Background: an optimization exercise with open tools, aiming at small area. Do not read the settings as production practice. Where RTL was checked, it was by simulation tests only, not by an equivalence proof against the original. For run 4, only the layout was checked, not whether the RTL still works. No activity file was given, so power comes from the tool's default toggle rates.

File: flow/run.sh
#!/bin/bash
# synth_recipe.tcl (not shown) runs the flow's synth.tcl, then flattens the netlist and writes it again
# the make line also repeats each setting of config.mk as NAME=value (left out here)
make -C /OpenROAD-flow-scripts/flow DESIGN_CONFIG=/design/flow/config.mk WORK_HOME=/design/flow/orfs CLKGATE_MAP_FILE= SYNTH_SCRIPT=/design/flow/synth_recipe.tcl finish
File: flow/constraint.sdc
create_clock -name core_clock -period 4.0 [get_ports {clk}]
set_input_delay 0.8000 -clock core_clock [delete_from_list [all_inputs] [get_ports {clk}]]
set_output_delay 0.8000 -clock core_clock [all_outputs]
set_load 0.01 [all_outputs]
File: flow/config.mk
export PLATFORM = sky130hd
export DESIGN_NAME = voq_fifo
export DESIGN_NICKNAME = voq_fifo
export VERILOG_FILES = /design/flow/design.v
export SDC_FILE = /design/flow/constraint.sdc
export NUM_CORES = 4
export LEC_CHECK = 0
export CAP_MARGIN = 5
export CORE_MARGIN = 2
export CORE_UTILIZATION = 65
export CTS_BUF_LIST = sky130_fd_sc_hd__clkbuf_4 sky130_fd_sc_hd__clkbuf_8
export PLACE_DENSITY = 0.75
export SLEW_MARGIN = 5
export SYNTH_HIERARCHICAL = 1
export SYNTH_MINIMUM_KEEP_SIZE = 0
File: flow/design.v
module voq_fifo #(
  parameter int DATA_W = 33,
  parameter int DEPTH  = 16,
  parameter int N_CH   = 4,
  localparam int AW = $clog2(DEPTH),
  localparam int CW = $clog2(N_CH)
) (
  input  logic                     clk,
  input  logic                     rst_n,
  input  logic                     wr_en,
  input  logic [CW-1:0]            wr_ch,
  input  logic [DATA_W-1:0]        wr_data,
  input  logic                     rd_en,
  input  logic [CW-1:0]            rd_ch,
  output logic [DATA_W-1:0]        rd_data,
  output logic                     rd_valid,
  output logic [N_CH-1:0]          full,
  output logic [N_CH-1:0]          empty,
  output logic [N_CH*(AW+1)-1:0]   count,
  output logic [N_CH-1:0]          ovf,
  output logic [N_CH-1:0]          udf,
  input  logic                     err_clr
);
  localparam int NW = N_CH * DEPTH;
  localparam int NG = NW / 3;
  logic [AW:0]       cnt_q [N_CH];
  logic [AW-1:0]     rd_ptr_q [N_CH];
  logic [DATA_W-1:0] rd_data_q;
  logic              rd_valid_q;
  logic [N_CH-1:0]   ovf_q, udf_q;
  logic              tgl_q;
  logic [NW*DATA_W-1:0] mem_q;    
  logic [N_CH-1:0] is_full, is_empty;
  always_comb begin
    for (int c = 0; c < N_CH; c++) begin
      is_full[c]  = cnt_q[c][AW];
      is_empty[c] = (cnt_q[c] == '0);
    end
  end
  logic [N_CH-1:0] wr_sel, rd_sel;
  always_comb begin
    for (int c = 0; c < N_CH; c++) begin
      wr_sel[c] = (wr_ch == CW'(c));
      rd_sel[c] = (rd_ch == CW'(c));
    end
  end
  logic pop_ok, push_ok;
  assign pop_ok  = rd_en && |(rd_sel & ~is_empty);
  assign push_ok = wr_en && (|(wr_sel & ~is_full) || (pop_ok && (rd_ch == wr_ch)));
  logic [NW-1:0] we, re;
  always_comb begin
    for (int c = 0; c < N_CH; c++) begin
      logic [AW-1:0] wa;
      wa = rd_ptr_q[c] + cnt_q[c][AW-1:0];
      for (int i = 0; i < DEPTH; i++) begin
        we[c*DEPTH+i] = push_ok && wr_sel[c] && (wa == AW'(i));
        re[c*DEPTH+i] = rd_sel[c] && (rd_ptr_q[c] == AW'(i));
      end
    end
  end
  logic [DATA_W-1:0] wr_x;
  assign wr_x = wr_data ^ {DATA_W{tgl_q}};
  logic [NW-1:0] we_n;
  assign we_n = ~we;
  logic [NW*DATA_W-1:0] mem_d;
  for (genvar w = 0; w < NW; w++) begin : g_w
    for (genvar b = 0; b < DATA_W; b++) begin : g_b
      voq_fifo_tcell u_c (.we(we[w]), .we_n(we_n[w]), .q(mem_q[w*DATA_W+b]), .x(wr_x[b]), .d(mem_d[w*DATA_W+b]));
    end
  end
  always_ff @(posedge clk) mem_q <= mem_d;
  logic [DATA_W-1:0] rd_raw;
  for (genvar b = 0; b < DATA_W; b++) begin : g_rb
    logic [NG:0] part_n;
    for (genvar g = 0; g < NG; g++) begin : g_g
      voq_fifo_aoi3 u_a (.s0(re[3*g]), .s1(re[3*g+1]), .s2(re[3*g+2]),
                         .d0(mem_q[(3*g)*DATA_W+b]), .d1(mem_q[(3*g+1)*DATA_W+b]), .d2(mem_q[(3*g+2)*DATA_W+b]),
                         .y_n(part_n[g]));
    end
    assign part_n[NG] = ~(re[NW-1] & mem_q[(NW-1)*DATA_W+b]);
    assign rd_raw[b] = ~&part_n;
  end
  always_ff @(posedge clk) rd_data_q <= rd_raw;
  always_ff @(posedge clk or negedge rst_n) begin
    if (!rst_n) begin
      for (int c = 0; c < N_CH; c++) begin
        cnt_q[c]    <= '0;
        rd_ptr_q[c] <= '0;
      end
      rd_valid_q <= 1'b0;
      ovf_q      <= '0;
      udf_q      <= '0;
      tgl_q      <= 1'b0;
    end else begin
      for (int c = 0; c < N_CH; c++) begin
        logic pu, po;
        pu = push_ok && wr_sel[c];
        po = pop_ok  && rd_sel[c];
        if (po) rd_ptr_q[c] <= rd_ptr_q[c] + AW'(1);
        if (pu && !po)      cnt_q[c] <= cnt_q[c] + (AW+1)'(1);
        else if (po && !pu) cnt_q[c] <= cnt_q[c] - (AW+1)'(1);
        if (wr_en && !push_ok && wr_sel[c]) ovf_q[c] <= 1'b1;
        else if (err_clr)                   ovf_q[c] <= 1'b0;
        if (rd_en && !pop_ok && rd_sel[c])  udf_q[c] <= 1'b1;
        else if (err_clr)                   udf_q[c] <= 1'b0;
      end
      rd_valid_q <= pop_ok;
      tgl_q      <= ~tgl_q;
    end
  end
  always_comb begin
    for (int c = 0; c < N_CH; c++) begin
      full[c]                 = is_full[c];
      empty[c]                = is_empty[c];
      count[c*(AW+1) +: AW+1] = cnt_q[c];
    end
  end
  assign rd_data  = rd_data_q ^ {DATA_W{~tgl_q}};
  assign rd_valid = rd_valid_q;
  assign ovf      = ovf_q;
  assign udf      = udf_q;
endmodule
module voq_fifo_tcell (
  input  logic we,
  input  logic we_n,
  input  logic q,
  input  logic x,
  output logic d
);
  assign d = ~((we | q) & (we_n | x));
endmodule
module voq_fifo_aoi3 (
  input  logic s0, s1, s2,
  input  logic d0, d1, d2,
  output logic y_n
);
  assign y_n = ~((s0 & d0) | (s1 & d1) | (s2 & d2));
endmodule
==> results of run 1 <==
==> worst paths after layout <==
| kind | start | to | slack (ns) | cells past startpoint |
|---|---|---|---|---|
| max | cnt_q[2][2] | empty[2] | 0.09 | 4 |
| min in group asynchronous | rst_n | cnt_q[2][4] | 0.47 | 2 |
| min | mem_q[505] | mem_q[505] | 0.45 | 1 |
| max in group asynchronous | rst_n | rd_ptr_q[3][3] | 2.71 | 3 |
| max reg2reg | cnt_q[2][2] | mem_q[242] | 0.42 | 9 |
| min reg2reg | mem_q[505] | mem_q[505] | 0.45 | 1 |
==> critical path: stages (launching register included) <==
cell	delay (ns)
sky130_fd_sc_hd__dfrtp_1	0.49
sky130_fd_sc_hd__nor4_1	0.48
sky130_fd_sc_hd__nand2_1	0.30
sky130_fd_sc_hd__inv_1	0.22
sky130_fd_sc_hd__clkdlybuf4s50_1	0.58
==> power groups by stage <==
| stage | Sequential [mW] | Combinational, mW | Clock, mW |
|---|---|---|---|
| after floorplan | 34.2 | 10.7 | 0 |
| after global placement | 35.2 | 16.3 | 0 |
| after detailed placement | 35.6 | 17.0 | 0 |
| after CTS | 35.3 | 17.1 | 19.2 |
| after global routing | 36.3 | 18.5 | 20.2 |
| final | 35.6 | 17.7 | 19.3 |
==> logic make-up (layout without fill, tap and decap cells) <==
kind of cell / after synthesis / in the layout / share of synthesized area
other: 0 / 5 / 0
multiplexers: 27 / 27 / 0.004248
buffers and inverters: 86 / 1134 / 0.006134
flip-flops: 2191 / 2191 / 0.6211
adder cells (fa/ha/maj): 52 / 52 / 0.01001
AO/OA/AOI/OAI: 2991 / 2991 / 0.3041
XOR/XNOR: 111 / 111 / 0.01369
AND/OR/NAND/NOR: 547 / 547 / 0.04068
==> sequential cells by signal, indices dropped and copies added, names as in the netlist <==
name        cells
rd_valid_q      1
rd_ptr_q       16
rd_data_q      33
cnt_q          20
udf_q           4
ovf_q           4
mem_q        2112
tgl_q           1
==> cells in the final DEF (no fill, tap or decap), types with 77 or more instances in the layout <==
cell / count
sky130_fd_sc_hd__dfxtp_1: 2145
sky130_fd_sc_hd__o22ai_1: 2112
sky130_fd_sc_hd__a222oi_1: 693
sky130_fd_sc_hd__clkbuf_8: 425
sky130_fd_sc_hd__buf_4: 302
sky130_fd_sc_hd__nand4_1: 136
sky130_fd_sc_hd__buf_12: 124
sky130_fd_sc_hd__nand2_1: 111
sky130_fd_sc_hd__clkdlybuf4s50_1: 110
sky130_fd_sc_hd__clkbuf_4: 101
sky130_fd_sc_hd__nand3_1: 77
==> per-module statistics from Yosys, one instance, submodules excluded <==
module,times used,cells inside
voq_fifo_tcell,2112,1
voq_fifo_aoi3,693,1
voq_fifo,1,3200
==> final cells by class <==
class	instances	area share
Clock inverter	48	0.004512
Inverter	22	0.0009515
Multi-Input combinational cell	3728	0.3222
Tap cell	1414	0.02039
Antenna cell	5	0.0001442
Timing Repair Buffer	538	0.06759
Clock buffer	526	0.07613
Sequential cell	2191	0.5081
==> cell usage after synthesis (17+ instances only) <==
cell type	count	area [um2]
sky130_fd_sc_hd__a211oi_1	54	405.4
sky130_fd_sc_hd__a21oi_1	17	85.08
sky130_fd_sc_hd__a222oi_1	693	6937
sky130_fd_sc_hd__and2_1	51	319.1
sky130_fd_sc_hd__buf_2	24	120.1
sky130_fd_sc_hd__clkbuf_1	22	82.58
sky130_fd_sc_hd__dfrtp_1	46	1151
sky130_fd_sc_hd__dfxtp_1	2145	42940
sky130_fd_sc_hd__ha_1	44	550.5
sky130_fd_sc_hd__inv_1	22	82.58
sky130_fd_sc_hd__mux2i_1	20	200.2
sky130_fd_sc_hd__nand2_1	111	416.7
sky130_fd_sc_hd__nand3_1	77	385.4
sky130_fd_sc_hd__nand4_1	136	850.8
sky130_fd_sc_hd__nor2_1	80	300.3
sky130_fd_sc_hd__nor4_1	37	231.5
sky130_fd_sc_hd__o211ai_1	54	405.4
sky130_fd_sc_hd__o22ai_1	2112	13210
sky130_fd_sc_hd__xnor2_1	67	586.8
sky130_fd_sc_hd__xor2_1	44	385.4
==> through the flow <==
step | util | hold slack [ns] | setup TNS, ns | setup WS, ns | cells
6_report | 0.7995 | 0.4547 | 0 | 0.09364 | 8472
5_1_grt | 0.7995 | 0.4634 | 0 | 0.02410 | 8469
4_1_cts | 0.7993 | 0.4403 | 0 | 0.0008744 | 8467
3_5_place_dp | 0.7346 | 0.4467 | -0.4723 | -0.2386 | 7891
3_3_place_gp | 0.7346 | 0.4384 | -0.2412 | -0.1197 | 7891
2_1_floorplan | - | 0.4332 | -21.62 | -0.3276 | 6005
==> metal layers <==
metal  global-route usage  part of all wire  up-vias  wire, um
met5                    0           0.00076        -       221
met2               0.6900              0.40     6418    116300
li1                     -                 -    27970         -
met3               0.1815              0.17     1553     48080
met4               0.3947             0.093       32     26860
met1               0.6172              0.34    33310     97690
==> repair_timing <==
action | CTS | global route
endpoints found under the setup margin | 1 | 1
pin swaps | 0 | 0
resized for setup | 0 | 1
hold buffers | 1 | 0
buffers inserted | 1 | 0
gates cloned | 0 | 0
hold endpoints to repair | 32 | 0
==> impl_metrics.py, run 1 <==
metrics = {
    "sta": {
        "post-route-min-period_ns": 3.906,
        "timing.final.setup_violations": 0,
        "worst_slew_margin": 0.1269,
        "slew_viol_final": 0,
        "max_freq_mhz": 256.0,
        "worstMarginPinSlew_ns": 1.302,
        "final_worst_path_cycle_share": 0.9766,
        "timing.final.hold_violations": 0,
        "clock_skew_ns": 0.08063,
        "setup_repair_after_global_routing_missed_its_margin": "false",
    },
    "yosys": {
        "syn-instance-count": 6005,
        "yosys_most_used_dff": "sky130_fd_sc_hd__dfxtp_1",
        "synth_sequential_area_ratio": 0.6211,
        "synth_cell_area_mm2": 0.07099,
        "synthesis.area_per_instance_um2": 11.82,
        "number_of_enable_type_register_cells_in_the_synthesized_netlist": 0,
        "ys_async_sr_fraction": 0.02099,
        "ys_ff_latch": 2191,
        "synth_cell_type_count": 58,
        "yosys_warning_count": 9,
        "syn_nets": 6099,
    },
    "route": {
        "drc": 0,
        "detail_route.vias_per_cell": 8.178,
        "drtIter0Drc": 13920,
        "detailedRoute.firstPassIterationCount": 14,
        "route.detailed.wl_per_inst_um": 34.13,
        "drtAntennaViolNets": 0,
        "num_vias": 69290,
        "routed_wl_mm": 289.2,
    },
    "status": {
        "status": "no timing/DRC/antenna violations",
    },
    "clock_network": {
        "clk_latency_ns": 1.03,
        "cts-htree-levels": 5,
        "cts_buffers": 341,
        "cts.path.max_buffers": 4,
        "cts.clk_slew.worst_paths_ns": 0.06,
        "cts_sinks": 2191,
        "cts_tree": "done",
        "cts-root-buf": "sky130_fd_sc_hd__clkbuf_8",
    },
    "final_layout": {
        "seqCellArea_mm2": 0.04410,
        "post_route_cells_drive_above_1_share": 0.1622,
        "syn2layout_area_growth_pct": 22.26,
        "multiInputGateArea_mm2": 0.02796,
        "postLayoutCellArea_mm2": 0.08679,
        "fillCellCount": 6680,
        "final_layout_net_count": 6916,
    },
    "power": {
        "power.internal_mw": 49.15,
        "power_density_mw_per_mm2": 837.0,
        "p_switching_mw": 23.49,
        "pwr-share-clk": 0.266,
        "seqPwrFrac": 0.490,
        "power.switching_fraction": 0.3234,
        "max-vdd-ir-drop_mv": 0.9221,
        "power_leakage_nw": 31.79,
        "power_frac_comb": 0.244,
        "total_power_mw": 72.64,
    },
    "floorplanning": {
        "core_region_area_mm2": 0.1086,
        "chipWidth_um": 334.5,
        "io_pins": 112,
        "floorplan_row_count": 121,
        "initial_utilization": 0.6540,
        "floorplan_die_height_um": 334.5,
        "die_area_mm2": 0.1119,
    },
    "grt": {
        "grt_pass1_vias": 66280,
        "globalRouteTotalUtil": 0.4951,
        "globalRouteOverflowTotal": 0,
        "grt_first_pass_wirelength_mm": 418.8,
        "grt_max_degree": 65,
        "number_of_antenna_violations_at_the_first_check_in_global_routing": 24,
    },
    "placement": {
        "hpwl_dp_mm": 165.7,
        "buffer_ports.inserted": 111,
        "dpl-instance-area_mm2": 0.07974,
        "final_replace_weighted_congestion": 0.9286,
    },
    "worst_setup_path": {
        "critical_path_required_ns": 3.20,
        "worstSetupEndpointType": "primary output",
        "worst_ep_arrival_time_ns": 3.11,
        "crit_path_max_fo": 5,
        "worstSetupStartpointType": "flop",
        "criticalPathCategory": "flop to primary output",
    },
    "run": {
        "cap_viol_max_count": 0,
    },
    "hold_path": {
        "hold_path.class": "flop to flop",
    },
}
==> run 2: changes to the inputs <==
--- a/flow/config.mk
+++ b/flow/config.mk
@@ -10,3 +10,5 @@
 export CORE_UTILIZATION = 65
-export CTS_BUF_LIST = sky130_fd_sc_hd__clkbuf_4 sky130_fd_sc_hd__clkbuf_8
+export CTS_BUF_LIST = sky130_fd_sc_hd__clkbuf_8
+export CTS_CLUSTER_DIAMETER = 60
+export CTS_CLUSTER_SIZE = 18
 export PLACE_DENSITY = 0.75
==> run 2 against run 1 <==
Net effect:
- still clean on timing, DRC and antenna
- global-route usage is 1.3 points lower
- die area stayed put
- clock power down 44%
- cell area fell by 5.2%
- via count decreased by 3.1%
- routed wire length down 2.9%
- critical path type unchanged
- largest cell class unchanged
- highest routed layer unchanged
==> impl_metrics.py, run 2 <==
metrics = {
    "power": {
        "max-vdd-ir-drop_mv": 0.7607,
        "power_density_mw_per_mm2": 775.4,
        "total_power_mw": 63.78,
        "power_leakage_nw": 29.35,
    },
    "yosys": {
        "number_of_enable_type_register_cells_in_the_synthesized_netlist": 0,
        "netlist_top_cells_area": "sky130_fd_sc_hd__dfxtp_1 60%, sky130_fd_sc_hd__o22ai_1 19%, sky130_fd_sc_hd__a222oi_1 9.8%",
        "yosys_warning_count": 9,
        "ys_ff_latch": 2191,
        "synth_top_cells_by_count": "2,145 x sky130_fd_sc_hd__dfxtp_1, 2,112 x sky130_fd_sc_hd__o22ai_1, 693 x sky130_fd_sc_hd__a222oi_1, 136 x sky130_fd_sc_hd__nand4_1, 111 x sky130_fd_sc_hd__nand2_1",
        "syn-instance-count": 6005,
        "synthesis.area_per_instance_um2": 11.82,
        "synth_cell_area_mm2": 0.07099,
        "ys_async_sr_fraction": 0.02099,
        "post-synth-top-count-cell": "sky130_fd_sc_hd__dfxtp_1",
        "yosys_most_used_dff": "sky130_fd_sc_hd__dfxtp_1",
        "synth_largest_area_cell": "sky130_fd_sc_hd__dfxtp_1",
        "synth_cell_type_count": 58,
        "syn_nets": 6099,
        "synth_sequential_area_ratio": 0.6211,
        "yosys.area.top_type_share": 0.6049,
    },
    "floorplanning": {
        "core_region_area_mm2": 0.1086,
        "initial_utilization": 0.6540,
        "floorplan_row_count": 121,
        "floorplan_die_height_um": 334.5,
        "die_area_mm2": 0.1119,
        "chipWidth_um": 334.5,
        "io_pins": 112,
    },
    "route": {
        "routedLengthMet1_mm": 97.18,
        "detail_route.vias_per_cell": 8.291,
        "detailedRoute.firstPassIterationCount": 14,
        "drtIter0Drc": 13270,
        "num_vias": 67130,
        "route.detailed.wl_per_inst_um": 34.70,
        "met3RoutedLength_mm": 44.92,
        "met2_length_mm": 113.9,
        "routed_wl_mm": 280.9,
        "drc": 0,
        "top_layer": "met5",
        "drtAntennaViolNets": 0,
    },
    "final_layout": {
        "final_layout_net_count": 6720,
        "largest_register_ff_count": 2112,
        "syn2layout_area_growth_pct": 15.87,
        "mostFrequentLayoutCell": "sky130_fd_sc_hd__dfxtp_1",
        "layout.cells.most_common_list": "2,145 x sky130_fd_sc_hd__dfxtp_1, 2,112 x sky130_fd_sc_hd__o22ai_1, 693 x sky130_fd_sc_hd__a222oi_1, 302 x sky130_fd_sc_hd__buf_4, 153 x sky130_fd_sc_hd__clkbuf_8",
        "biggestRegsByFlops": "mem_q: 2112 flops, rd_data_q: 33 flops, cnt_q: 20 flops",
        "layoutNonFillerInstCount": 8096,
        "registers.top_by_ff_count": "mem_q",
        "post_route_cells_drive_above_1_share": 0.1124,
    },
    "clock_network": {
        "cts-root-buf": "sky130_fd_sc_hd__clkbuf_8",
        "cts.repair_timing.setup_buffer_count": 0,
        "cts.clk_slew.worst_paths_ns": 0.10,
        "cts_tree": "done",
        "clk_latency_ns": 0.95,
        "cts.path.max_buffers": 3,
        "cts_buffers": 145,
        "cts-htree-levels": 4,
        "cts_sinks": 2191,
    },
    "sta": {
        "post-route-min-period_ns": 3.921,
        "setup_repair_after_global_routing_missed_its_margin": "false",
        "slew_viol_final": 0,
        "worst_slew_margin": 0.09316,
        "timing.final.hold_violations": 0,
        "clock_skew_ns": 0.03864,
        "final_worst_path_cycle_share": 0.9802,
        "worstMarginPinSlew_ns": 1.353,
        "max_freq_mhz": 255.0,
        "timing.final.setup_violations": 0,
        "totalNegativeSetupSlack_ns": 0,
    },
    "worst_setup_path": {
        "worstSetupStartpointType": "flop",
        "path_cells": "buf_12 -> xnor2_1 -> clkdlybuf4s50_1",
        "critical_path_required_ns": 3.20,
        "criticalPathCategory": "flop to primary output",
        "worst_ep_arrival_time_ns": 3.12,
        "crit_path_max_incr_delay_ns": 1.00,
        "crit_path_max_fo": 29,
        "r2r_setup_slack_ns": 0.44,
        "worstSetupEndpointType": "primary output",
        "cpMaxStageDelayCell": "sky130_fd_sc_hd__dfrtp_4",
    },
    "placement": {
        "final_replace_weighted_congestion": 0.9286,
        "placed_cells_incl_taps": 7891,
        "hpwl_dp_mm": 165.7,
        "buffer_ports.inserted": 111,
    },
    "run": {
        "cap_viol_max_count": 0,
    },
    "grt": {
        "globalRouteTotalUtil": 0.4821,
        "grt_pass1_vias": 62820,
        "globalRouteOverflowTotal": 0,
        "number_of_antenna_violations_at_the_first_check_in_global_routing": 21,
        "grt_max_degree": 65,
        "grt_first_pass_wirelength_mm": 407.1,
    },
    "status": {
        "status": "no timing/DRC/antenna violations",
    },
    "hold_path": {
        "hold_path.class": "flop to flop",
    },
}
## run 2: cell counts after synthesis
No cell type changed its count.
## run 2: power by group
| group | switching, mW | internal, mW | leakage, nW | total, mW |
|---|---|---|---|---|
| registers | 4.94 | 30.5 | 19.5 | 35.4 |
| logic | 9.74 | 7.86 | 8.51 | 17.6 |
| clock network | 6.94 | 3.82 | 1.30 | 10.8 |
## run 2: cell type report
type                    instances  area [um2]
clock inverters                40       365.4
well taps                    1414        1769
clock buffers                 153        2106
diodes                         10       25.02
inverters                      22       82.58
repair buffers                538        5857
flip-flops and latches       2191       44100
fillers                      7345       26290
multi-input cells            3728       27960
## run 2: logic make-up (layout without fill, tap and decap cells)
| kind of cell | Yosys count | after routing | synth area share |
|---|---|---|---|
| multiplexers | 27 | 27 | 0.004248 |
| other | 0 | 10 | 0 |
| adder cells (fa/ha/maj) | 52 | 52 | 0.01001 |
| AO/OA/AOI/OAI | 2991 | 2991 | 0.3041 |
| buffers and inverters | 86 | 753 | 0.006134 |
| flip-flops | 2191 | 2191 | 0.6211 |
| AND/OR/NAND/NOR | 547 | 547 | 0.04068 |
| XOR/XNOR | 111 | 111 | 0.01369 |
## run 2: worst max-delay path: cells and delay by family, from the launching register on
family | cells | cell delay, ns
flip-flops | 1 | 1.00
buffers and inverters | 2 | 0.97
XOR/XNOR | 1 | 0.18
## run 2: path summary, 6_finish.rpt
check	start	endpoint	depth (start not counted)
max in group asynchronous	rst_n	rd_ptr_q[3][3]	3
worst min-delay path	mem_q[1742]	mem_q[1742]	1
worst min register to register	mem_q[1742]	mem_q[1742]	1
worst max-delay path	tgl_q	rd_data[4]	3
min in group asynchronous	rst_n	rd_ptr_q[0][3]	2
worst max register to register	cnt_q[3][0]	mem_q[1779]	8
## run 2: what timing repair did
action / 4_1_cts / 5_1_grt
endpoints found under the setup margin: 0 / 0
resized for setup: 0 / 0
hold endpoints to repair: 5 / 0
hold buffers: 1 / 0
## run 2: per-module statistics from Yosys, one instance, submodules excluded
| module | area, um2 | cells |
|---|---|---|
| voq_fifo_aoi3 | 10.01 | 1 |
| voq_fifo_tcell | 6.256 | 1 |
| voq_fifo | 50840 | 3200 |
## run 2: layer usage
| metal | GRT usage | vias to the layer above |
|---|---|---|
| li1 | - | 27370 |
| met1 | 0.6181 | 32560 |
| met2 | 0.6766 | 5897 |
| met3 | 0.1653 | 1278 |
| met4 | 0.3505 | 20 |
| met5 | 0 | - |
## run 2: stage by stage
| stage | setup WS [ns] | area, um2 | util | hold slack, ns |
|---|---|---|---|---|
| after CTS | 0.09985 | 82220 | 0.7574 | 0.4604 |
| after global placement | -0.1197 | 79740 | 0.7346 | 0.4384 |
| after floorplan | -0.3276 | 71250 | - | 0.4332 |
| final | 0.07904 | 82260 | 0.7578 | 0.4613 |
| after detailed placement | -0.2386 | 79740 | 0.7346 | 0.4467 |
| after global routing | 0.07134 | 82240 | 0.7576 | 0.4702 |
==> run 3: changes to the inputs <==
--- a/flow/config.mk
+++ b/flow/config.mk
@@ -10,5 +10,5 @@
 export CORE_UTILIZATION = 65
-export CTS_BUF_LIST = sky130_fd_sc_hd__clkbuf_8
-export CTS_CLUSTER_DIAMETER = 60
-export CTS_CLUSTER_SIZE = 18
+export CTS_BUF_LIST = sky130_fd_sc_hd__clkbuf_16
+export CTS_CLUSTER_DIAMETER = 80
+export CTS_CLUSTER_SIZE = 30
 export PLACE_DENSITY = 0.75
==> run 3 against run 2 <==
Net effect:
- combinational power about the same
- final cell count down 1.3%
- register-to-register slack worse by 0.02 ns
- sequential power about the same
- critical path depth up 9
- first-iteration DRC count up 4.5%
- critical endpoint is now rd_data_q[12]
- largest power group unchanged
==> impl_metrics.py, run 3 <==
metrics = {
    "yosys": {
        "synth_largest_area_cell": "sky130_fd_sc_hd__dfxtp_1",
        "post-synth-top-count-cell": "sky130_fd_sc_hd__dfxtp_1",
        "yosys_warning_count": 9,
        "yosys_most_used_dff": "sky130_fd_sc_hd__dfxtp_1",
        "synth_cell_type_count": 58,
        "synthesis.area_per_instance_um2": 11.82,
        "synth_top_cells_by_count": "2,145 x sky130_fd_sc_hd__dfxtp_1, 2,112 x sky130_fd_sc_hd__o22ai_1, 693 x sky130_fd_sc_hd__a222oi_1, 136 x sky130_fd_sc_hd__nand4_1, 111 x sky130_fd_sc_hd__nand2_1",
        "number_of_enable_type_register_cells_in_the_synthesized_netlist": 0,
        "synth_cell_area_mm2": 0.07099,
        "ys_ff_latch": 2191,
        "synth_sequential_area_ratio": 0.6211,
        "ys_async_sr_fraction": 0.02099,
        "syn_nets": 6099,
        "syn-instance-count": 6005,
        "yosys.area.top_type_share": 0.6049,
        "netlist_top_cells_area": "sky130_fd_sc_hd__dfxtp_1 60%, sky130_fd_sc_hd__o22ai_1 19%, sky130_fd_sc_hd__a222oi_1 9.8%",
    },
    "sta": {
        "setup_repair_after_global_routing_missed_its_margin": "false",
        "worst_slew_margin": 0.1517,
        "clock_skew_ns": 0.02749,
        "slew_viol_final": 0,
        "worstMarginPinSlew_ns": 1.266,
        "timing.final.setup_violations": 0,
        "finalHoldWorstSlack_ns": 0.2052,
        "totalNegativeSetupSlack_ns": 0,
        "final_worst_path_cycle_share": 0.9569,
        "max_freq_mhz": 261.3,
        "timing.final.hold_violations": 0,
        "post-route-worst-setup-slack_ns": 0.1724,
        "post-route-min-period_ns": 3.828,
    },
    "worst_setup_path": {
        "criticalPathCategory": "input port to flop",
        "path_cells": "clkdlybuf4s50_1 -> buf_12 -> nor2_1 -> buf_4 -> nand2_1 -> nor2_1 -> and2_1 -> buf_4 -> a222oi_1 -> nand4_1 -> nor4_1 -> nand3_1",
        "r2r_setup_slack_ns": 0.42,
        "worst_ep_arrival_time_ns": 4.38,
        "crit-reg2reg-launch": "cnt_q[3][0]",
        "critical_path_required_ns": 4.56,
        "crit_path_max_fo": 14,
        "crit_path_max_incr_delay_ns": 0.93,
        "critical-path-top-delay-family": "simple AND/OR/NAND/NOR gates",
        "r2r_end": "mem_q[1779]",
        "reg2regPathDepth": 8,
        "worstSetupStartpointType": "input port",
        "cpMaxStageDelayCell": "sky130_fd_sc_hd__nor4_1",
        "worstSetupEndpointType": "flop",
        "path_buf_inv": 4,
    },
    "final_layout": {
        "seqCellArea_mm2": 0.04410,
        "post_route_cells_drive_above_1_share": 0.1005,
        "layout.cells.most_common_list": "2,145 x sky130_fd_sc_hd__dfxtp_1, 2,112 x sky130_fd_sc_hd__o22ai_1, 693 x sky130_fd_sc_hd__a222oi_1, 302 x sky130_fd_sc_hd__buf_4, 136 x sky130_fd_sc_hd__nand4_1",
        "syn2layout_area_growth_pct": 15.51,
        "largest_register_ff_count": 2112,
        "mostFrequentLayoutCell": "sky130_fd_sc_hd__dfxtp_1",
        "final_layout_net_count": 6657,
        "utilization": 0.7554,
        "biggestRegsByFlops": "mem_q: 2112 flops, rd_data_q: 33 flops, cnt_q: 20 flops",
        "multiInputGateArea_mm2": 0.02796,
        "fillCellCount": 7333,
        "registers.top_by_ff_count": "mem_q",
        "postLayoutCellArea_mm2": 0.08200,
    },
    "placement": {
        "dpl-instance-area_mm2": 0.07974,
        "hpwl_dp_mm": 165.7,
        "final_replace_weighted_congestion": 0.9286,
        "dp_slack_ns": -0.2386,
        "buffer_ports.inserted": 111,
    },
    "grt": {
        "grt_first_pass_wirelength_mm": 405.4,
        "grt_pass1_vias": 62510,
        "grt_max_degree": 65,
        "globalRouteTotalUtil": 0.4787,
        "globalRouteOverflowTotal": 0,
        "number_of_antenna_violations_at_the_first_check_in_global_routing": 15,
    },
    "floorplanning": {
        "floorplan_row_count": 121,
        "floorplan_die_height_um": 334.5,
        "chipWidth_um": 334.5,
        "io_pins": 112,
        "initial_utilization": 0.6540,
        "core_region_area_mm2": 0.1086,
        "die_area_mm2": 0.1119,
    },
    "status": {
        "status": "no timing/DRC/antenna violations",
    },
    "route": {
        "detail_route.vias_per_cell": 8.355,
        "drtAntennaViolNets": 0,
        "routed_wl_mm": 279.7,
        "num_vias": 66790,
        "route.detailed.wl_per_inst_um": 34.98,
        "detailedRoute.firstPassIterationCount": 13,
        "drtIter0Drc": 13870,
        "drc": 0,
    },
    "power": {
        "max-vdd-ir-drop_mv": 0.7623,
        "power_leakage_nw": 29.18,
        "power_density_mw_per_mm2": 774.8,
    },
    "clock_network": {
        "cts_buffers": 83,
        "cts-root-buf": "sky130_fd_sc_hd__clkbuf_16",
        "cts.path.max_buffers": 3,
        "cts_tree": "done",
        "cts-htree-levels": 3,
        "post_cts.resized_instances": 0,
        "cts.hold.buffers_added": 0,
        "cts.repair_timing.setup_buffer_count": 0,
        "cts_sinks": 2191,
        "cts.clk_slew.worst_paths_ns": 0.11,
        "clk_latency_ns": 0.73,
    },
    "run": {
        "cap_viol_max_count": 0,
    },
    "hold_path": {
        "hold_path.class": "input port to async pin",
    },
}
-- run 3: cell counts after synthesis --
Identical to the previous run, type by type.
-- run 3: layout make-up --
class / instances / share of cell area
diodes: 2 / 0.00006103
clock inverters: 13 / 0.0008392
clock buffers: 87 / 0.02655
flip-flops and latches: 2191 / 0.5377
multi-input cells: 3728 / 0.3409
repair buffers: 537 / 0.07130
well taps: 1414 / 0.02158
inverters: 22 / 0.001007
-- run 3: cells by family (layout without fill, tap and decap cells) --
| logic type | after synthesis | count (layout) | synth area share |
|---|---|---|---|
| AOI/OAI and AO/OA | 2991 | 2991 | 0.3041 |
| DFF | 2191 | 2191 | 0.6211 |
| and+or+nand+nor | 547 | 547 | 0.04068 |
| xor gates and xnor gates | 111 | 111 | 0.01369 |
| buffers and inverters | 86 | 659 | 0.006134 |
| adders and majority gates | 52 | 52 | 0.01001 |
| muxes | 27 | 27 | 0.004248 |
| other | 0 | 2 | 0 |
-- run 3: how the worst max path moves through the flow --
stage,from,cells after the start,endpoint
floorplan,cnt_q[1][0],7,mem_q[627]
global placement,rd_ch[1],12,rd_data_q[2]
detailed placement,rd_ch[1],12,rd_data_q[12]
CTS,tgl_q,3,rd_data[4]
global route,tgl_q,3,rd_data[4]
finish,rd_ch[1],12,rd_data_q[12]
-- run 3: Yosys stat by module, one instance, submodules excluded --
| module | cells | copies in the design | cell area, um2 |
|---|---|---|---|
| voq_fifo_aoi3 | 1 | 693 | 10.01 |
| voq_fifo_tcell | 1 | 2112 | 6.256 |
| voq_fifo | 3200 | 1 | 50840 |
-- run 3: metrics by stage --
stage / power, mW / std cells
finish: 63.54 / 7994
global route: 65.80 / 7992
CTS: 62.63 / 7991
detailed placement: 52.60 / 7891
global placement: 51.48 / 7891
floorplan: 44.93 / 6005
-- run 3: worst reg2reg max path, stage by stage, from the launching register on --
cell and delay [ns]:
sky130_fd_sc_hd__dfrtp_1 0.58, sky130_fd_sc_hd__ha_1 0.33, sky130_fd_sc_hd__fa_1 0.58, sky130_fd_sc_hd__nand4b_1 0.62, sky130_fd_sc_hd__nor2_1 0.27, sky130_fd_sc_hd__nand2_1 0.23, sky130_fd_sc_hd__a211oi_4 0.26, sky130_fd_sc_hd__buf_4 0.40
sky130_fd_sc_hd__o22ai_1 0.15
-- run 3: per-layer routing --
metal  vias to the layer above  wire length [um]  track usage  part of all wire
li1                      27250                 -            -                 -
met1                     32390             96070       0.6135              0.34
met2                      5813            113000       0.6734              0.40
met3                      1322             45310       0.1676              0.16
met4                        20             25170       0.3391             0.090
met5                         -               140            0           0.00050
-- run 3: power by group --
group	total [mW]	internal [mW]	switching, mW
Clock	10.5	3.96	6.56
Sequential	35.4	30.5	4.95
Combinational	17.6	7.85	9.73
Total	63.5	42.3	21.2
==> run 4: changes to the inputs <==
--- a/flow/design.v
+++ b/flow/design.v
@@ -24,3 +24,2 @@
   localparam int NW = N_CH * DEPTH;
-  localparam int NG = NW / 3;
   logic [AW:0]       cnt_q [N_CH];
@@ -56,3 +55,3 @@
         we[c*DEPTH+i] = push_ok && wr_sel[c] && (wa == AW'(i));
-        re[c*DEPTH+i] = rd_sel[c] && (rd_ptr_q[c] == AW'(i));
+        re[c*DEPTH+i] = (rd_ptr_q[c] == AW'(i));
       end
@@ -71,12 +70,22 @@
   always_ff @(posedge clk) mem_q <= mem_d;
+  localparam int NG = DEPTH / 3;
+  logic [DATA_W-1:0] ch_word [N_CH];
+  for (genvar c = 0; c < N_CH; c++) begin : g_rc
+    for (genvar b = 0; b < DATA_W; b++) begin : g_rb
+      logic [NG:0] part_n;
+      for (genvar g = 0; g < NG; g++) begin : g_g
+        localparam int W0 = c*DEPTH + 3*g;
+        voq_fifo_aoi3 u_a (.s0(re[W0]), .s1(re[W0+1]), .s2(re[W0+2]),
+                           .d0(mem_q[W0*DATA_W+b]), .d1(mem_q[(W0+1)*DATA_W+b]), .d2(mem_q[(W0+2)*DATA_W+b]),
+                           .y_n(part_n[g]));
+      end
+      assign part_n[NG] = ~(re[c*DEPTH+DEPTH-1] & mem_q[(c*DEPTH+DEPTH-1)*DATA_W+b]);
+      assign ch_word[c][b] = ~&part_n;
+    end
+  end
   logic [DATA_W-1:0] rd_raw;
-  for (genvar b = 0; b < DATA_W; b++) begin : g_rb
-    logic [NG:0] part_n;
-    for (genvar g = 0; g < NG; g++) begin : g_g
-      voq_fifo_aoi3 u_a (.s0(re[3*g]), .s1(re[3*g+1]), .s2(re[3*g+2]),
-                         .d0(mem_q[(3*g)*DATA_W+b]), .d1(mem_q[(3*g+1)*DATA_W+b]), .d2(mem_q[(3*g+2)*DATA_W+b]),
-                         .y_n(part_n[g]));
-    end
-    assign part_n[NG] = ~(re[NW-1] & mem_q[(NW-1)*DATA_W+b]);
-    assign rd_raw[b] = ~&part_n;
+  always_comb begin
+    rd_raw = '0;
+    for (int c = 0; c < N_CH; c++)
+      rd_raw = rd_raw | ({DATA_W{rd_sel[c]}} & ch_word[c]);
   end
==> run 4 against run 3 <==
Net effect:
- die area grew 0.74%
- fmax grew 3.3%
- routed wire length shrank 7.0%
- area after synthesis grew 0.75%
- highest routed layer unchanged
- power grew 6.1%
- non-clock buffer count shrank 175
- critical path type is now flop to primary output
- synthesized cell count grew 1.1%
==> impl_metrics.py, run 4 <==
metrics = {
    "status": {
        "status": "no timing/DRC/antenna violations",
    },
    "floorplanning": {
        "chipWidth_um": 335.7,
        "floorplan_row_count": 121,
        "die_area_mm2": 0.1127,
        "io_pins": 112,
        "floorplan_die_height_um": 335.7,
        "core_region_area_mm2": 0.1090,
        "initial_utilization": 0.6562,
    },
    "grt": {
        "grt_pass1_vias": 60990,
        "grt_first_pass_wirelength_mm": 380.7,
        "grt_max_degree": 65,
        "number_of_antenna_violations_at_the_first_check_in_global_routing": 16,
        "globalRouteTotalUtil": 0.4419,
        "globalRouteOverflowTotal": 0,
    },
    "sta": {
        "post-route-min-period_ns": 3.704,
        "timing.final.hold_violations": 0,
        "worstMarginPinSlew_ns": 1.159,
        "slew_viol_final": 0,
        "timing.final.setup_violations": 0,
        "clock_skew_ns": 0.03067,
        "final_worst_path_cycle_share": 0.9260,
        "totalNegativeSetupSlack_ns": 0,
        "max_freq_mhz": 270.0,
        "post-route-worst-setup-slack_ns": 0.2961,
        "finalHoldWorstSlack_ns": 0.1026,
        "worst_slew_margin": 0.2274,
        "setup_repair_after_global_routing_missed_its_margin": "false",
    },
    "worst_setup_path": {
        "worstSetupStartpointType": "flop",
        "worst_ep_arrival_time_ns": 2.90,
        "crit_path_max_fo": 7,
        "critical_path_required_ns": 3.20,
        "criticalPathCategory": "flop to primary output",
        "worstSetupEndpointType": "primary output",
    },
    "yosys": {
        "yosys_warning_count": 10,
        "ys_async_sr_fraction": 0.02099,
        "yosys_most_used_dff": "sky130_fd_sc_hd__dfxtp_1",
        "synth_cell_area_mm2": 0.07152,
        "yosys.area.top_type_share": 0.6004,
        "synth_top_cells_by_count": "2,145 x sky130_fd_sc_hd__dfxtp_1, 2,112 x sky130_fd_sc_hd__o22ai_1, 660 x sky130_fd_sc_hd__a222oi_1, 162 x sky130_fd_sc_hd__nand2_1",
        "number_of_enable_type_register_cells_in_the_synthesized_netlist": 0,
        "synth_xor_xnor_area_share": 0.01396,
        "synth_sequential_area_ratio": 0.6165,
        "post_synth_adder_cell_area": 0.009936,
        "dominant_combinational_cell_family_by_area_after_synthesis": "compound AO/OA/AOI/OAI gates",
        "synthesis.area_per_instance_um2": 11.78,
        "synth.mux.area_fraction": 0.002414,
        "syn-instance-count": 6070,
        "synth_cell_type_count": 65,
        "synth-compound-area-share": 0.3022,
        "post-synth-top-count-cell": "sky130_fd_sc_hd__dfxtp_1",
        "ys_ff_latch": 2191,
        "netlist_top_cells_area": "sky130_fd_sc_hd__dfxtp_1 60%, sky130_fd_sc_hd__o22ai_1 18%, sky130_fd_sc_hd__a222oi_1 9.2%",
        "synth_simple_gate_area_share": 0.04706,
        "syn_nets": 6164,
        "synth_largest_area_cell": "sky130_fd_sc_hd__dfxtp_1",
    },
    "clock_network": {
        "cts-htree-levels": 3,
        "cts.repair_timing.setup_buffer_count": 0,
        "clk_latency_ns": 0.74,
        "cts-root-buf": "sky130_fd_sc_hd__clkbuf_16",
        "cts.hold.buffers_added": 0,
        "cts_sinks": 2191,
        "cts.path.max_buffers": 3,
        "post_cts.resized_instances": 0,
        "cts.clk_slew.worst_paths_ns": 0.11,
        "cts_buffers": 85,
        "cts_tree": "done",
    },
    "placement": {
        "dp_slack_ns": 0.02987,
        "final_replace_weighted_congestion": 0.9124,
        "hpwl_dp_mm": 146.2,
        "dpl-instance-area_mm2": 0.07808,
        "buffer_ports.inserted": 111,
    },
    "route": {
        "routed_wl_mm": 260.2,
        "route.detailed.wl_per_inst_um": 33.06,
        "drtIter0Drc": 11920,
        "drc": 0,
        "detailedRoute.firstPassIterationCount": 11,
        "drtAntennaViolNets": 0,
        "detail_route.vias_per_cell": 8.265,
        "num_vias": 65040,
    },
    "final_layout": {
        "layout.cells.most_common_list": "2,145 x sky130_fd_sc_hd__dfxtp_1, 2,112 x sky130_fd_sc_hd__o22ai_1, 660 x sky130_fd_sc_hd__a222oi_1, 163 x sky130_fd_sc_hd__buf_4, 162 x sky130_fd_sc_hd__nand2_1",
        "largest_register_ff_count": 2112,
        "syn2layout_area_growth_pct": 12.48,
        "postLayoutCellArea_mm2": 0.08045,
        "post_route_cells_drive_above_1_share": 0.07971,
        "final_layout_net_count": 6520,
        "registers.top_by_ff_count": "mem_q",
        "biggestRegsByFlops": "mem_q: 2112 flops, rd_data_q: 33 flops, cnt_q: 20 flops",
        "fillCellCount": 7731,
        "mostFrequentLayoutCell": "sky130_fd_sc_hd__dfxtp_1",
    },
    "power": {
        "power_density_mw_per_mm2": 837.9,
        "power_leakage_nw": 27.52,
        "total_power_mw": 67.41,
        "max-vdd-ir-drop_mv": 0.9721,
    },
    "run": {
        "cap_viol_max_count": 0,
    },
    "hold_path": {
        "hold_path.class": "input port to async pin",
    },
}
==> run 4: cells by family (layout without fill, tap and decap cells) <==
| family | Yosys count | in the layout |
|---|---|---|
| muxes | 14 | 14 |
| other | 0 | 7 |
| xor gates and xnor gates | 114 | 114 |
| buffers and inverters | 117 | 495 |
| DFF | 2191 | 2191 |
| adders and majority gates | 52 | 52 |
| AOI/OAI and AO/OA | 3023 | 3023 |
| and+or+nand+nor | 559 | 559 |
==> run 4: where the power goes <==
group          switching, mW  leakage (nW)  internal (mW)
combinational           12.1          6.75           8.71
clock                   6.69          1.19           4.03
sequential              4.98          19.6           30.9
==> run 4: per-module statistics from Yosys (local to each module, per instance) <==
module / cell area, um2 / copies in the design / cells / flip-flops and latches
voq_fifo: 51700 / 1 / 3298 / 2191
voq_fifo_aoi3: 10.01 / 660 / 1 / 0
voq_fifo_tcell: 6.256 / 2112 / 1 / 0
==> run 4: final cells by class <==
cell class,count,area (um2),share of cell area
sequential,2191,44100,0.5481
multi-input combinational,3762,28030,0.3484
timing repair buffer,362,4091,0.05086
clock buffer,87,2177,0.02706
tap,1414,1769,0.02199
clock inverter,22,180.2,0.002240
inverter,24,90.09,0.001120
antenna,7,17.52,0.0002177
==> run 4: worst paths after layout <==
check | from | endpoint | slack (ns) | cells after the start
max in group asynchronous | rst_n | cnt_q[3][1] | 3.04 | 2
min in group core_clock | mem_q[1361] | mem_q[1361] | 0.46 | 1
worst min-delay path | rst_n | rd_ptr_q[2][3] | 0.10 | 1
worst min register to register | mem_q[1361] | mem_q[1361] | 0.46 | 1
worst max-delay path | cnt_q[1][1] | empty[1] | 0.30 | 3
worst max register to register | rd_ptr_q[1][1] | rd_data_q[9] | 0.45 | 7
==> run 4: through the flow <==
step	utilization	instances
5_1_grt	0.7379	7862
4_1_cts	0.7379	7862
2_1_floorplan	-	6070
3_3_place_gp	0.7163	7753
3_5_place_dp	0.7163	7753
6_report	0.7381	7869
==> run 4: critical path, stage by stage (launching register included) <==
cell	delay (ns)
sky130_fd_sc_hd__dfrtp_1	0.59
sky130_fd_sc_hd__or4_4	0.68
sky130_fd_sc_hd__nor2_1	0.27
sky130_fd_sc_hd__clkdlybuf4s50_1	0.61
==> run 4: layer usage <==
metal	GRT usage	wire length [um]	up-vias
met4	0.2714	18260	22
met5	0	265	-
met2	0.6429	109300	5004
met1	0.5766	94260	32080
li1	-	-	27030
met3	0.1362	38130	913
==> run 5: changes to the inputs <==
--- a/flow/design.v
+++ b/flow/design.v
@@ -45,5 +45,12 @@
   end
+  logic [N_CH-1:0] push_c, pop_c;
+  always_comb begin
+    for (int c = 0; c < N_CH; c++) begin
+      push_c[c] = wr_en && wr_sel[c] && (!is_full[c] || (rd_en && rd_sel[c]));
+      pop_c[c]  = rd_en && rd_sel[c] && !is_empty[c];
+    end
+  end
   logic pop_ok, push_ok;
-  assign pop_ok  = rd_en && |(rd_sel & ~is_empty);
-  assign push_ok = wr_en && (|(wr_sel & ~is_full) || (pop_ok && (rd_ch == wr_ch)));
+  assign pop_ok  = |pop_c;
+  assign push_ok = |push_c;
   logic [NW-1:0] we, re;
@@ -54,3 +61,3 @@
       for (int i = 0; i < DEPTH; i++) begin
-        we[c*DEPTH+i] = push_ok && wr_sel[c] && (wa == AW'(i));
+        we[c*DEPTH+i] = push_c[c] && (wa == AW'(i));
         re[c*DEPTH+i] = (rd_ptr_q[c] == AW'(i));
@@ -105,4 +112,4 @@
         logic pu, po;
-        pu = push_ok && wr_sel[c];
-        po = pop_ok  && rd_sel[c];
+        pu = push_c[c];
+        po = pop_c[c];
         if (po) rd_ptr_q[c] <= rd_ptr_q[c] + AW'(1);
==> run 5 against run 4 <==
Net effect:
- combinational power is 2% higher
- via count is 0.15% lower
- synthesized cell count rose by 0.26%
- count of clock-buffer cells in the layout increased by 2
- sequential power is essentially flat
- clock skew shrank 0.0019 ns
- cell area down 1.0%
- power rose by 1.2%
- register-to-register slack worse by 0.03 ns
- critical endpoint unchanged
- largest cell class unchanged
==> impl_metrics.py, run 5 <==
metrics = {
    "worst_setup_path": {
        "worst_ep_arrival_time_ns": 3.06,
        "crit-reg2reg-launch": "rd_ptr_q[2][1]",
        "path_cells": "nor4_1 -> nand2_1 -> inv_1 -> clkdlybuf4s50_1",
        "worstSetupStartpointType": "flop",
        "reg2regPathDepth": 7,
        "crit_path_max_fo": 6,
        "r2r_end": "rd_data_q[26]",
        "cpMaxStageDelayCell": "sky130_fd_sc_hd__nor4_1",
        "worstSetupEndpointType": "primary output",
        "crit_path_max_incr_delay_ns": 0.57,
        "criticalPathCategory": "flop to primary output",
        "r2r_setup_slack_ns": 0.42,
        "critical_path_required_ns": 3.20,
    },
    "final_layout": {
        "biggestRegsByFlops": "mem_q: 2112 flops, rd_data_q: 33 flops, cnt_q: 20 flops",
        "mostFrequentLayoutCell": "sky130_fd_sc_hd__dfxtp_1",
        "syn2layout_area_growth_pct": 11.85,
        "fillCellCount": 7774,
        "postLayoutCellArea_mm2": 0.07962,
        "final_layout_net_count": 6569,
        "layoutNonFillerInstCount": 7917,
        "largest_register_ff_count": 2112,
        "registers.top_by_ff_count": "mem_q",
        "post_route_cells_drive_above_1_share": 0.07870,
        "layout.cells.most_common_list": "2,145 x sky130_fd_sc_hd__dfxtp_1, 2,121 x sky130_fd_sc_hd__o22ai_1, 660 x sky130_fd_sc_hd__a222oi_1, 230 x sky130_fd_sc_hd__nand2_1, 196 x sky130_fd_sc_hd__buf_4",
    },
    "placement": {
        "hpwl_dp_mm": 148.2,
        "buffer_ports.inserted": 111,
        "final_replace_weighted_congestion": 0.8896,
        "placed_cells_incl_taps": 7802,
        "dpl-instance-area_mm2": 0.07721,
    },
    "grt": {
        "grt_first_pass_wirelength_mm": 386.0,
        "globalRouteOverflowTotal": 0,
        "number_of_antenna_violations_at_the_first_check_in_global_routing": 21,
        "grt_pass1_vias": 60700,
        "grt_max_degree": 65,
        "globalRouteTotalUtil": 0.4490,
    },
    "yosys": {
        "synthesis.area_per_instance_um2": 11.70,
        "netlist_top_cells_area": "sky130_fd_sc_hd__dfxtp_1 60%, sky130_fd_sc_hd__o22ai_1 19%, sky130_fd_sc_hd__a222oi_1 9.3%",
        "dominant_combinational_cell_family_by_area_after_synthesis": "compound AO/OA/AOI/OAI gates",
        "yosys_warning_count": 10,
        "synth_top_cells_by_count": "2,145 x sky130_fd_sc_hd__dfxtp_1, 2,121 x sky130_fd_sc_hd__o22ai_1, 660 x sky130_fd_sc_hd__a222oi_1, 230 x sky130_fd_sc_hd__nand2_1",
        "synth.mux.area_fraction": 0.005730,
        "number_of_enable_type_register_cells_in_the_synthesized_netlist": 0,
        "syn_nets": 6180,
        "synth_cell_type_count": 47,
        "syn-instance-count": 6086,
        "post_synth_adder_cell_area": 0.009984,
        "synth-compound-area-share": 0.2963,
        "ys_async_sr_fraction": 0.02099,
        "post-synth-top-count-cell": "sky130_fd_sc_hd__dfxtp_1",
        "synth_cell_area_mm2": 0.07118,
        "synth_sequential_area_ratio": 0.6194,
        "synth_xor_xnor_area_share": 0.01304,
        "synth_largest_area_cell": "sky130_fd_sc_hd__dfxtp_1",
        "ys_ff_latch": 2191,
        "yosys.area.top_type_share": 0.6032,
        "yosys_most_used_dff": "sky130_fd_sc_hd__dfxtp_1",
        "synth_simple_gate_area_share": 0.04937,
    },
    "sta": {
        "timing.final.setup_violations": 0,
        "worst_slew_margin": 0.1178,
        "totalNegativeSetupSlack_ns": 0,
        "setup_repair_after_global_routing_missed_its_margin": "false",
        "finalHoldWorstSlack_ns": 0.1592,
        "clock_skew_ns": 0.02873,
        "final_worst_path_cycle_share": 0.9655,
        "slew_viol_final": 0,
        "post-route-min-period_ns": 3.862,
        "worstMarginPinSlew_ns": 1.323,
        "max_freq_mhz": 258.9,
        "timing.final.hold_violations": 0,
    },
    "power": {
        "total_power_mw": 68.23,
        "max-vdd-ir-drop_mv": 0.9025,
        "power_leakage_nw": 27.50,
        "power_density_mw_per_mm2": 857.0,
    },
    "status": {
        "status": "no timing/DRC/antenna violations",
    },
    "route": {
        "drtAntennaViolNets": 0,
        "num_vias": 64940,
        "detailedRoute.firstPassIterationCount": 11,
        "detail_route.vias_per_cell": 8.203,
        "drc": 0,
        "routed_wl_mm": 262.5,
        "route.detailed.wl_per_inst_um": 33.16,
        "drtIter0Drc": 11740,
    },
    "clock_network": {
        "clk_latency_ns": 0.72,
        "cts_tree": "done",
        "cts_sinks": 2191,
        "cts-htree-levels": 3,
        "cts.repair_timing.setup_buffer_count": 0,
        "cts.path.max_buffers": 3,
        "cts.hold.buffers_added": 0,
        "post_cts.resized_instances": 0,
        "cts_buffers": 85,
        "cts-root-buf": "sky130_fd_sc_hd__clkbuf_16",
        "cts.clk_slew.worst_paths_ns": 0.11,
    },
    "floorplanning": {
        "chipWidth_um": 334.9,
        "floorplan_die_height_um": 334.9,
        "floorplan_row_count": 121,
        "die_area_mm2": 0.1122,
        "initial_utilization": 0.6549,
        "core_region_area_mm2": 0.1087,
        "io_pins": 112,
    },
    "hold_path": {
        "hold_path.class": "input port to async pin",
    },
    "run": {
        "cap_viol_max_count": 0,
    },
}
-- run 5: changes by cell type after synthesis, sizes merged, moves of 14 or more --
cell,before,now
nor2,28,80
mux2i,7,34
nand2,162,230
a211oi,25,0
a211o,16,2
nand3,35,8
buf,53,33
o211ai,18,0
-- run 5: critical path: cells and delay by family, from the launching register on --
kind	cells	cell delay (ns)
DFF	1	0.55
and+or+nand+nor	2	1.11
buffers and inverters	2	0.70
-- run 5: per-stage QoR --
step	setup WS (ns)	utilization
3_3_place_gp	0.07523	0.7103
6_report	0.1379	0.7325
5_1_grt	0.1267	0.7322
4_1_cts	0.2204	0.7322
3_5_place_dp	0.09751	0.7103
2_1_floorplan	0.2156	-
-- run 5: report_power, final --
part	switching, mW	total [mW]	internal [mW]	leakage [nW]
clock	6.65	10.8	4.15	1.20
sequential	5.04	36.2	31.1	19.5
combinational	12.2	21.3	9.06	6.85
-- run 5: per-layer routing --
metal,wire length (um),global-route usage,up-vias
met2,108000,0.6404,5121
met1,95700,0.5970,31780
li1,-,-,27030
met5,149,0,-
met3,40880,0.1475,997
met4,17820,0.2594,22
-- run 5: layout make-up --
cell class,instances,area (um2),area share
Sequential cell,2191,44100,0.5538
Multi-Input combinational cell,3798,27520,0.3456
Timing Repair Buffer,362,3694,0.04639
Clock buffer,89,2227,0.02797
Tap cell,1414,1769,0.02222
Clock inverter,16,153.9,0.001933
Inverter,37,138.9,0.001744
Antenna cell,10,25.02,0.0003143
-- run 5: modules after synthesis, one instance, submodules excluded --
module	cells	area, um2	copies in the design
voq_fifo	3314	51370	1
voq_fifo_aoi3	1	10.01	660
voq_fifo_tcell	1	6.256	2112
-- run 5: how the worst max path moves through the flow --
stage,startpoint,endpoint,cells past startpoint,slack [ns]
final,cnt_q[1][0],empty[1],4,0.14
after global routing,cnt_q[1][0],empty[1],4,0.13
after CTS,cnt_q[1][0],empty[1],4,0.22
after detailed placement,rd_ch[1],cnt_q[1][4],11,0.1
after global placement,rd_ch[0],cnt_q[3][4],12,0.08
after floorplan,cnt_q[2][0],mem_q[1485],7,0.22
-- run 5: kinds of logic (layout without fill, tap and decap cells) --
logic type / Yosys count / after routing
flops: 2191 / 2191
buf+inv: 97 / 504
fa+ha+maj: 52 / 52
xor+xnor: 106 / 106
other cells: 0 / 10
mux: 40 / 40
simple gates: 625 / 625
compound gates: 2975 / 2975
==> run 6: changes to the inputs <==
==> flow/flow/run.sh (new file) <==
#!/bin/bash
# Own flow: the standard layout (standard.sh) unchanged, except that the
# port buffers are sky130_fd_sc_hd__buf_2 cells instead of the default choice.
set -euo pipefail
export BUFFER_PORTS_ARGS="-buffer_cell sky130_fd_sc_hd__buf_2"
bash standard.sh finish > standard_flow.log 2>&1
==> flow/standard.sh (new file) <==
#!/bin/bash
# synth_recipe.tcl (not shown) runs the flow's synth.tcl, then flattens the netlist and writes it again
# the make line also repeats each setting of config.mk as NAME=value (left out here)
make -C /OpenROAD-flow-scripts/flow DESIGN_CONFIG=/design/flow/config.mk WORK_HOME=/design/flow/orfs CLKGATE_MAP_FILE= SYNTH_SCRIPT=/design/flow/synth_recipe.tcl "${@:-finish}"
removed: flow/run.sh
==> run 6 against run 5 <==
Net effect:
- still clean
- fmax up 12%
- final cell count down 0.33%
- combinational power down 3%
- count of clock-buffer cells in the layout down 3
- critical path depth up 3
- non-clock buffer count down 21
- critical path type is now flop to flop
==> impl_metrics.py, run 6 <==
metrics = {
    "status": {
        "status": "no timing/DRC/antenna violations",
    },
    "yosys": {
        "synth_sequential_area_ratio": 0.6194,
        "syn-instance-count": 6086,
        "ys_async_sr_fraction": 0.02099,
        "synth_largest_area_cell": "sky130_fd_sc_hd__dfxtp_1",
        "syn_nets": 6180,
        "synth_cell_area_mm2": 0.07118,
        "yosys_most_used_dff": "sky130_fd_sc_hd__dfxtp_1",
        "netlist_top_cells_area": "sky130_fd_sc_hd__dfxtp_1 60%, sky130_fd_sc_hd__o22ai_1 19%, sky130_fd_sc_hd__a222oi_1 9.3%",
        "yosys.area.top_type_share": 0.6032,
        "synthesis.area_per_instance_um2": 11.70,
        "ys_ff_latch": 2191,
        "synth_cell_type_count": 47,
        "number_of_enable_type_register_cells_in_the_synthesized_netlist": 0,
        "yosys_warning_count": 10,
        "synth_top_cells_by_count": "2,145 x sky130_fd_sc_hd__dfxtp_1, 2,121 x sky130_fd_sc_hd__o22ai_1, 660 x sky130_fd_sc_hd__a222oi_1, 230 x sky130_fd_sc_hd__nand2_1",
        "post-synth-top-count-cell": "sky130_fd_sc_hd__dfxtp_1",
    },
    "sta": {
        "post-route-min-period_ns": 3.463,
        "slew_viol_final": 0,
        "setup_repair_after_global_routing_missed_its_margin": "false",
        "worst_slew_margin": 0.2336,
        "timing.final.hold_violations": 0,
        "totalNegativeSetupSlack_ns": 0,
        "max_freq_mhz": 288.7,
        "clock_skew_ns": 0.04010,
        "final_worst_path_cycle_share": 0.8658,
        "timing.final.setup_violations": 0,
        "worstMarginPinSlew_ns": 1.150,
    },
    "placement": {
        "buffer_ports.inserted": 111,
        "final_replace_weighted_congestion": 0.9026,
        "dpl-instance-area_mm2": 0.07603,
        "hpwl_dp_mm": 146.1,
        "placed_cells_incl_taps": 7781,
    },
    "worst_setup_path": {
        "cpMaxStageDelayCell": "sky130_fd_sc_hd__or4_1",
        "worst_ep_arrival_time_ns": 4.05,
        "worstSetupEndpointType": "flop",
        "crit_path_max_fo": 33,
        "crit-reg2reg-launch": "rd_ptr_q[3][1]",
        "worstSetupStartpointType": "flop",
        "r2r_setup_slack_ns": 0.54,
        "crit_path_max_incr_delay_ns": 0.69,
        "path_cells": "inv_1 -> ha_1 -> and2_2 -> a222oi_1 -> and4_1 -> a31oi_1 -> or4_1",
        "reg2regPathDepth": 7,
        "critical_path_required_ns": 4.58,
        "criticalPathCategory": "flop to flop",
        "critical_path.startpoint": "rd_ptr_q[3][1]",
        "r2r_end": "rd_data_q[28]",
    },
    "grt": {
        "grt_pass1_vias": 60130,
        "globalRouteTotalUtil": 0.4419,
        "number_of_antenna_violations_at_the_first_check_in_global_routing": 14,
        "globalRouteOverflowTotal": 0,
        "grt_first_pass_wirelength_mm": 380.8,
        "grt_max_degree": 65,
    },
    "clock_network": {
        "post_cts.resized_instances": 0,
        "cts_tree": "done",
        "cts.clk_slew.worst_paths_ns": 0.11,
        "cts.hold.buffers_added": 0,
        "cts.repair_timing.setup_buffer_count": 0,
        "clk_latency_ns": 0.75,
        "cts_buffers": 84,
        "cts-htree-levels": 3,
        "cts-root-buf": "sky130_fd_sc_hd__clkbuf_16",
        "cts.path.max_buffers": 3,
        "cts_sinks": 2191,
    },
    "floorplanning": {
        "floorplan_row_count": 121,
        "initial_utilization": 0.6549,
        "chipWidth_um": 334.9,
        "io_pins": 112,
        "core_region_area_mm2": 0.1087,
        "floorplan_die_height_um": 334.9,
        "die_area_mm2": 0.1122,
    },
    "power": {
        "power_density_mw_per_mm2": 863.5,
        "total_power_mw": 67.65,
        "power_leakage_nw": 27.29,
        "max-vdd-ir-drop_mv": 0.6443,
    },
    "final_layout": {
        "postLayoutCellArea_mm2": 0.07835,
        "layoutNonFillerInstCount": 7891,
        "largest_register_ff_count": 2112,
        "mostFrequentLayoutCell": "sky130_fd_sc_hd__dfxtp_1",
        "syn2layout_area_growth_pct": 10.07,
        "biggestRegsByFlops": "mem_q: 2112 flops, rd_data_q: 33 flops, cnt_q: 20 flops",
        "post_route_cells_drive_above_1_share": 0.09257,
        "registers.top_by_ff_count": "mem_q",
        "final_layout_net_count": 6547,
        "layout.cells.most_common_list": "2,145 x sky130_fd_sc_hd__dfxtp_1, 2,121 x sky130_fd_sc_hd__o22ai_1, 660 x sky130_fd_sc_hd__a222oi_1, 230 x sky130_fd_sc_hd__nand2_1, 213 x sky130_fd_sc_hd__buf_4",
    },
    "route": {
        "routed_wl_mm": 259.8,
        "route.detailed.wl_per_inst_um": 32.93,
        "num_vias": 64850,
        "drtIter0Drc": 11910,
        "drc": 0,
        "detail_route.vias_per_cell": 8.218,
        "drtAntennaViolNets": 0,
        "detailedRoute.firstPassIterationCount": 13,
    },
    "run": {
        "cap_viol_max_count": 0,
    },
    "hold_path": {
        "hold_path.class": "input port to async pin",
    },
}
## run 6: cell counts after synthesis
No cell type changed its count.
## run 6: worst max-delay path by stage
stage / endpoint
after floorplan: mem_q[1485]
after global placement: cnt_q[1][4]
after detailed placement: cnt_q[1][4]
after CTS: rd_data[21]
after global routing: rd_data_q[30]
final: rd_data_q[28]
## run 6: final cells by class
class                           instances  area [um2]
Timing Repair Buffer                  341        2510
Fill cell                            7868       30350
Antenna cell                            6       15.01
Sequential cell                      2191       44100
Clock buffer                           86        2152
Inverter                               37       138.9
Clock inverter                         18       160.2
Tap cell                             1414        1769
Multi-Input combinational cell       3798       27510
## run 6: routing by layer
layer  up-vias  GRT usage  wire length (um)
li1      26970          -                 -
met1     31780     0.5869             94840
met2      5082     0.6417            109100
met3       998     0.1377             39140
met4        16     0.2453             16680
met5         -          0               112
## run 6: power breakdown
| part | internal, mW | total (mW) | switching (mW) |
|---|---|---|---|
| registers | 31.1 | 36.3 | 5.21 |
| logic | 8.66 | 20.6 | 12.0 |
| clock network | 4.03 | 10.7 | 6.65 |
| total | 43.8 | 67.7 | 23.8 |
## run 6: kinds of logic (layout without fill, tap and decap cells)
family          Yosys count  after routing  share of synthesized area
fa+ha+maj                52             52                   0.009984
mux                      40             40                   0.005730
simple gates            625            625                    0.04937
flops                  2191           2191                     0.6194
buf+inv                  97            482                   0.006152
compound gates         2975           2975                     0.2963
other cells               0              6                          0
xor+xnor                106            106                    0.01304
## run 6: modules after synthesis, one instance, submodules excluded
| module | flops+latches | cells inside | cell area, um2 |
|---|---|---|---|
| voq_fifo | 2191 | 3314 | 51370 |
| voq_fifo_aoi3 | 0 | 1 | 10.01 |
| voq_fifo_tcell | 0 | 1 | 6.256 |
## run 6: metrics by stage
stage	setup WS [ns]	hold slack, ns	utilization
floorplan	0.2156	0.4332	-
global placement	0.2633	0.4399	0.6994
detailed placement	0.2588	0.4476	0.6994
CTS	0.6882	0.1640	0.7207
global route	0.4933	0.2035	0.7207
finish	0.5367	0.1660	0.7208
## run 6: critical path: cells and delay by family (launching register included)
| kind | cells | cell delay [ns] |
|---|---|---|
| and+or+nand+nor | 3 | 1.60 |
| AOI/OAI and AO/OA | 2 | 0.90 |
| DFF | 1 | 0.48 |
| adders and majority gates | 1 | 0.23 |
| buffers and inverters | 1 | 0.11 |

[what the ideal ports hide]
How much do the figures lean on ideal ports? The routed layouts below were timed once more, with nothing changed but the port constraints. Step 1 (the two cells are an assumption about what drives the block):
set clk [get_ports {clk}]
set_driving_cell -lib_cell sky130_fd_sc_hd__clkbuf_16 $clk
set_driving_cell -lib_cell sky130_fd_sc_hd__buf_2 [delete_from_list [all_inputs] $clk]
Step 2 times the ports against the registers' clock, not the clock port: input delays grow and output delays shrink by t, the midpoint of the rising clock arrivals with the driver on. Slacks: ideal / step 1 / step 2; pairs: ideal / step 1.
run	t, ns	slack for setup (ns)	worst setup path after step 2	slew at the worst register clock pin (ns)	pins driven straight from the clock port
run 1	1.067	0.094 / 0.019 / -0.490	input to register	0.07 / 0.07	1
run 2	1.004	0.079 / 0.006 / -0.444	input to register	0.12 / 0.12	1
run 3	0.792	0.172 / 0.213 / -0.568	input to register	0.12 / 0.12	1
run 4	0.816	0.296 / 0.210 / -0.017	input to register	0.12 / 0.12	1
run 5	0.788	0.138 / 0.062 / -0.052	input to register	0.12 / 0.12	1
run 6	0.810	0.537 / 0.537 / 0.117	input to register	0.12 / 0.12	1
Met with ideal ports but missed after step 2: setup timing in 5 of these runs. For run 3, which loses most, drivers alone change the setup slack by +0.041 ns; drivers and shift together by -0.740 ns.
